Source: an optimization exercise on an open RTL-to-GDS flow (aim: small area, a short achievable clock period and few clock cycles per item). Production flows keep margins and buffers that such runs may drop. Only simulation tests tie the RTL to the original design; equivalence was not proved.

==> inputs of fjord <==
==> flow/design.v (excerpt) <==
module rom_pin_net_resolver_top
(
  input  logic                 clk,
  input  logic                 rst,
  input  logic                 start,
  output logic                 busy,
  input  logic [OP_W-1:0]      op,
  input  logic [PIN_W-1:0]     pin_a,
  input  logic [PIN_W-1:0]     pin_b,
  input  logic                 connected,
  input  logic [ADDR_W-1:0]    address,
  input  logic [DATA_W-1:0]    data,
  output logic                 done,
  output logic                 accepted,
  output logic [DATA_W-1:0]    bent_byte,
  output logic [LEVELS_W-1:0]  pin_levels,
  input  logic                 cfg_valid,
  output logic                 cfg_ready,
  input  logic [CFG_IDX_W-1:0] cfg_index,
  input  logic [CFG_W-1:0]     cfg_data
);
export LEC_CHECK = 0
export CAP_MARGIN = 20
export CORE_MARGIN = 2
export CORE_UTILIZATION = 50
export SLEW_MARGIN = 20
create_clock -name core_clock -period 6.0 [get_ports {clk}]
run.sh (not shown) runs the stock make flow with config.mk's settings and CLKGATE_MAP_FILE= SYNTH_SCRIPT=/design/flow/synth_recipe.tcl, a recipe that flattens the netlist after the stock synthesis.
==> ember (differences from fjord) <==
==> flow/design.v (replaced) <==
package rpnr_pkg;
  localparam int PINS      = 28;
  localparam int PIN_W     = 5;
  localparam int OP_W      = 2;
  localparam int ADDR_W    = 16;
  localparam int DATA_W    = 8;
  localparam int POLICY_W  = 2;
  localparam int CFG_IDX_W = 1;
  localparam int LEVELS_W  = 2 * PINS;
  localparam int CFG_W     = LEVELS_W;
  localparam logic [OP_W-1:0] OP_LINK   = 2'd0;
  localparam logic [OP_W-1:0] OP_BEND   = 2'd1;
  localparam logic [OP_W-1:0] OP_DRIVES = 2'd2;
  localparam logic [POLICY_W-1:0] POL_RESET = 2'd2;
  localparam logic [LEVELS_W-1:0] ALL_FLOAT = 56'hAAAAAAAAAAAAAA;
  localparam logic [CFG_IDX_W-1:0] CFG_POLICY = 1'b0;
  localparam logic [CFG_IDX_W-1:0] CFG_DRIVES = 1'b1;
endpackage
import rpnr_pkg::*;
module rom_pin_net_resolver_top
(
  input  logic                 clk,
  input  logic                 rst,
  input  logic                 start,
  output logic                 busy,
  input  logic [OP_W-1:0]      op,
  input  logic [PIN_W-1:0]     pin_a,
  input  logic [PIN_W-1:0]     pin_b,
  input  logic                 connected,
  input  logic [ADDR_W-1:0]    address,
  input  logic [DATA_W-1:0]    data,
  output logic                 done,
  output logic                 accepted,
  output logic [DATA_W-1:0]    bent_byte,
  output logic [LEVELS_W-1:0]  pin_levels,
  input  logic                 cfg_valid,
  output logic                 cfg_ready,
  input  logic [CFG_IDX_W-1:0] cfg_index,
  input  logic [CFG_W-1:0]     cfg_data
);
  localparam int NT = PINS * (PINS - 1) / 2;
  localparam logic [PINS*6-1:0] PIN_SRC = {
    6'd33, 6'd15, 6'd13, 6'd8, 6'd9, 6'd11, 6'd32,
    6'd10, 6'd32, 6'd23, 6'd22, 6'd21, 6'd20, 6'd19,
    6'd32, 6'd18, 6'd17, 6'd16, 6'd0, 6'd1, 6'd2,
    6'd3, 6'd4, 6'd5, 6'd6, 6'd7, 6'd12, 6'd14
  };
  localparam logic [DATA_W*5-1:0] DATA_PIN =
    {5'd18, 5'd17, 5'd16, 5'd15, 5'd14, 5'd12, 5'd11, 5'd10};
  logic [NT-1:0]       adj_q;
  logic [PINS-1:0]     adj_m [PINS];
  logic [POLICY_W-1:0] policy;
  logic [PINS-1:0]     force_hi;
  logic [PINS-1:0]     force_lo;
  logic                spread;
  logic [PINS-1:0]     net_hi;
  logic [PINS-1:0]     net_lo;
  logic [DATA_W-1:0]   data_r;
  logic                bend_r;
  logic                start_beat;
  logic                pair_ok;
  logic                is_link;
  logic                is_read;
  logic                is_res;
  logic                link_ok;
  logic [PINS-1:0]     oh_a;
  logic [PINS-1:0]     oh_b;
  logic [PINS-1:0]     wr_sel;
  logic                wr_val;
  logic [PINS-1:0]     src_hi;
  logic [PINS-1:0]     src_lo;
  logic [PINS-1:0]     lv_hi;
  logic [PINS-1:0]     lv_lo;
  logic [PINS-1:0]     x_hi;
  logic [PINS-1:0]     x_lo;
  logic [PINS-1:0]     lvl_hi;
  logic [PINS-1:0]     lvl_lo;
  logic                settled;
  logic [LEVELS_W-1:0] new_levels;
  logic [DATA_W-1:0]   bent_new;
  assign busy       = spread;
  assign cfg_ready  = 1'b1;
  assign start_beat = start && !spread;
  assign is_link    = (op == OP_LINK);
  assign is_read    = (op == OP_BEND);
  assign is_res     = (op == OP_DRIVES);
  assign pair_ok    = (pin_a < PIN_W'(PINS)) && (pin_b < PIN_W'(PINS)) && (pin_a != pin_b);
  assign link_ok    = start_beat && is_link && pair_ok;
  for (genvar i = 0; i < PINS; i++) begin : g_row
    assign oh_a[i] = (pin_a == PIN_W'(i));
    assign oh_b[i] = (pin_b == PIN_W'(i));
    for (genvar j = 0; j < PINS; j++) begin : g_col
      if (i == j) begin : g_diag
        assign adj_m[i][j] = 1'b0;
      end else begin : g_off
        localparam int LO = (i < j) ? i : j;
        localparam int HI = (i < j) ? j : i;
        localparam int T  = LO * PINS - LO * (LO + 1) / 2 + (HI - LO - 1);
        assign adj_m[i][j] = adj_q[T];
      end
    end
  end
  for (genvar i = 0; i < PINS; i++) begin : g_src
    localparam int S = int'(PIN_SRC[6*i +: 6]);
    if (S < 16) begin : g_addr
      assign src_hi[i] = address[S];
      assign src_lo[i] = !address[S];
    end else if (S < 32) begin : g_data
      assign src_hi[i] = data[S-16];
      assign src_lo[i] = !data[S-16];
    end else if (S == 32) begin : g_low
      assign src_hi[i] = 1'b0;
      assign src_lo[i] = 1'b1;
    end else begin : g_high
      assign src_hi[i] = 1'b1;
      assign src_lo[i] = 1'b0;
    end
    assign lv_hi[i] = force_hi[i] || (!force_lo[i] && is_read && src_hi[i]);
    assign lv_lo[i] = force_lo[i] || (!force_hi[i] && is_read && src_lo[i]);
  end
  assign x_hi = spread ? net_hi : lv_hi;
  assign x_lo = spread ? net_lo : lv_lo;
  for (genvar i = 0; i < PINS; i++) begin : g_sp
    assign lvl_hi[i] = x_hi[i] || |(adj_m[i] & x_hi);
    assign lvl_lo[i] = x_lo[i] || |(adj_m[i] & x_lo);
  end
  assign settled = (lvl_hi == x_hi) && (lvl_lo == x_lo);
  always_comb begin
    for (int i = 0; i < PINS; i++) begin
      new_levels[2*i]   = lvl_hi[i] && (!lvl_lo[i] || policy == 2'd0);
      new_levels[2*i+1] = (!lvl_hi[i] && !lvl_lo[i]) || (lvl_hi[i] && lvl_lo[i] && policy[1]);
    end
  end
  assign wr_sel = rst ? '1 : (link_ok ? (oh_a | oh_b) : '0);
  assign wr_val = connected && !rst;
  for (genvar i = 0; i < PINS; i++) begin : g_ui
    for (genvar j = i + 1; j < PINS; j++) begin : g_uj
      localparam int T = i * PINS - i * (i + 1) / 2 + (j - i - 1);
      always_ff @(posedge clk) begin
        if (wr_sel[i] && wr_sel[j]) begin
          adj_q[T] <= wr_val;
        end
      end
    end
  end
  always_ff @(posedge clk) begin
    net_hi <= lvl_hi;
    net_lo <= lvl_lo;
  end
  always_ff @(posedge clk) begin
    if (rst) begin
      spread <= 1'b0;
      done   <= 1'b0;
    end else begin
      spread <= (start_beat && (is_read || is_res)) || (spread && !settled);
      done   <= (start_beat && !(is_read || is_res)) || (spread && settled);
    end
  end
  always_ff @(posedge clk) begin
    if (rst || (cfg_valid && cfg_index == CFG_POLICY)) begin
      policy <= rst ? POL_RESET : cfg_data[POLICY_W-1:0];
    end
  end
  always_ff @(posedge clk) begin
    if (rst || (cfg_valid && cfg_index == CFG_DRIVES)) begin
      for (int i = 0; i < PINS; i++) begin
        force_hi[i] <= !rst && (cfg_data[2*i +: 2] == 2'd1);
        force_lo[i] <= !rst && (cfg_data[2*i +: 2] == 2'd0);
      end
    end
  end
  always_ff @(posedge clk) begin
    if (start_beat) begin
      accepted <= is_link ? pair_ok : (is_read || is_res);
      data_r   <= data;
      bend_r   <= is_read;
    end
  end
  always_ff @(posedge clk) begin
    if (rst || spread) begin
      pin_levels <= rst ? ALL_FLOAT : new_levels;
    end
  end
  for (genvar k = 0; k < DATA_W; k++) begin : g_bend
    localparam int P = int'(DATA_PIN[5*k +: 5]);
    assign bent_new[k] = (bend_r && !new_levels[2*P+1]) ? new_levels[2*P] : data_r[k];
  end
  always_ff @(posedge clk) begin
    if (start_beat) begin
      bent_byte <= data;
    end else if (spread) begin
      bent_byte <= bent_new;
    end
  end
endmodule
CORE_UTILIZATION = 40   (was 50)
PLACE_DENSITY = 0.48   (was unset)
SETUP_SLACK_MARGIN = 3.2   (was unset)
==> xenon (differences from fjord) <==
--- a/flow/design.v
+++ b/flow/design.v
@@ -48,15 +48,16 @@
   localparam logic [DATA_W*5-1:0] DATA_PIN =
     {5'd18, 5'd17, 5'd16, 5'd15, 5'd14, 5'd12, 5'd11, 5'd10};
   logic [NT-1:0]       adj_q;
   logic [NT-1:0]       cls_q;
   logic [PINS-1:0]     adj_m [PINS];
   logic [PINS-1:0]     cls_m [PINS];
   logic [POLICY_W-1:0] policy;
-  logic [LEVELS_W-1:0] pin_drives;
+  logic [PINS-1:0]     force_hi;
+  logic [PINS-1:0]     force_lo;
   logic                search;
   logic                cutting;
   logic [PINS-1:0]     reach;
   logic [PIN_W-1:0]    pin_b_r;
   logic                start_beat;
   logic                pair_ok;
   logic                is_link;
@@ -126,16 +127,16 @@
     end else if (S == 32) begin : g_low
       assign src_hi[i] = 1'b0;
       assign src_lo[i] = 1'b1;
     end else begin : g_high
       assign src_hi[i] = 1'b1;
       assign src_lo[i] = 1'b0;
     end
-    assign lv_hi[i] = (pin_drives[2*i +: 2] == 2'd1) || (pin_drives[2*i+1] && is_read && src_hi[i]);
-    assign lv_lo[i] = (pin_drives[2*i +: 2] == 2'd0) || (pin_drives[2*i+1] && is_read && src_lo[i]);
+    assign lv_hi[i] = force_hi[i] || (!force_lo[i] && is_read && src_hi[i]);
+    assign lv_lo[i] = force_lo[i] || (!force_hi[i] && is_read && src_lo[i]);
   end
   assign x_hi  = is_link ? (oh_a | oh_b) : lv_hi;
   assign x_adj = search ? reach : oh_a;
   for (genvar i = 0; i < PINS; i++) begin : g_mv
     assign net_hi[i] = |(cls_m[i] & x_hi);
     assign net_lo[i] = |(cls_m[i] & lv_lo);
     assign nbr[i]    = |(adj_m[i] & x_adj);
@@ -179,21 +180,25 @@
       search  <= cut_ok || (search && !search_end);
       cutting <= split;
       done    <= (start_beat && !cut_ok) || (search && hit_b) || cutting;
     end
   end
   always_ff @(posedge clk) begin
     if (rst) begin
-      policy     <= POL_RESET;
-      pin_drives <= ALL_FLOAT;
+      policy   <= POL_RESET;
+      force_hi <= '0;
+      force_lo <= '0;
     end else if (cfg_valid) begin
       if (cfg_index == CFG_POLICY) begin
         policy <= cfg_data[POLICY_W-1:0];
       end else begin
-        pin_drives <= cfg_data;
+        for (int i = 0; i < PINS; i++) begin
+          force_hi[i] <= (cfg_data[2*i +: 2] == 2'd1);
+          force_lo[i] <= (cfg_data[2*i +: 2] == 2'd0);
+        end
       end
     end
   end
   always_comb begin
     for (int i = 0; i < PINS; i++) begin
       new_levels[2*i]   = net_hi[i] && (!net_lo[i] || policy == 2'd0);
       new_levels[2*i+1] = (!net_hi[i] && !net_lo[i]) || (net_hi[i] && net_lo[i] && policy[1]);
CORE_UTILIZATION = 25   (was 50)
PLACE_DENSITY = 0.3   (was unset)
SETUP_SLACK_MARGIN = 2.0   (was unset)
==> qor summary <==
Outcome: ember aborted with a tool error; xenon timing/DRC/antenna clean; fjord aborted with a tool error
Failing step: ember 5_1_grt; xenon -; fjord 5_1_grt
Post-place instance area: ember 0.0419 mm2; xenon 0.0664 mm2; fjord 0.0614 mm2
Post-CTS Repair Setup Buffers: ember 86; xenon 160; fjord 0
Instance count after placement with tap cells included: ember 4950; xenon 10.0k; fjord 8607
Fraction of synthesized area in multiplexers: ember 0.142%; xenon 1.78%; fjord 1.73%
Post-synth EDFFs: ember 510; xenon 14; fjord 14
Post-synth top area cell: ember edfxtp_1; xenon dfxtp_1; fjord dfxtp_1
Mean cell area of the mapped netlist: ember 9.94 um2; xenon 7.97 um2; fjord 7.73 um2
Initial standard-cell utilization of the core: ember 40.3%; xenon 25.1%; fjord 50.2%
Post-CTS resize count: ember 259; xenon 270; fjord 0
Cell Rows: ember 107; xenon 172; fjord 122
Area share of and/or/nand/nor cells after synthesis: ember 14.7%; xenon 19.5%; fjord 21.5%
Die height: ember 297 um; xenon 473 um; fjord 337 um
Top cell type's share of synthesized area: ember 44.6%; xenon 32.8%; fjord 32.5%
DP HPWL: ember 240000 um; xenon 493000 um; fjord 327000 um
Post-Place Worst Slack: ember -748 ps; xenon -69.1 ps; fjord 218 ps
Testbench counts of fjord, summed over its fixed seeds: cycles 6,771, items 5,558.
Testbench counts of ember, summed over its fixed seeds: cycles 12,287, items 5,558.
Testbench counts of xenon, summed over its fixed seeds: cycles 6,771, items 5,558.

## afterwards: timing with drivers on the ports
No port has a modelled driver above. Below, the same layout with a new extraction and two added sets of constraints. Step 1, drivers: a clkbuf_16 drives clk and a buf_2 each remaining input, both assumed. Step 2 adds t to the input delays and takes it off the output delays; t is the mean of the earliest and latest rising clock arrival at the registers after step 1. Input paths then give back, and output paths get back, about the clock's delay inside the block. a / b / c = ideal ports / drivers / drivers and shift; a / b = the first two.
run: xenon
t (ns): 0.934
slack for setup (ns): 1.608 / 1.591 / 0.657
worst setup path after step 2: input to register
cell pins on the clock port's net: 1
After both steps setup and hold are still met in xenon. For xenon, drivers alone change the setup slack by -0.017 ns; drivers and shift together by -0.951 ns.
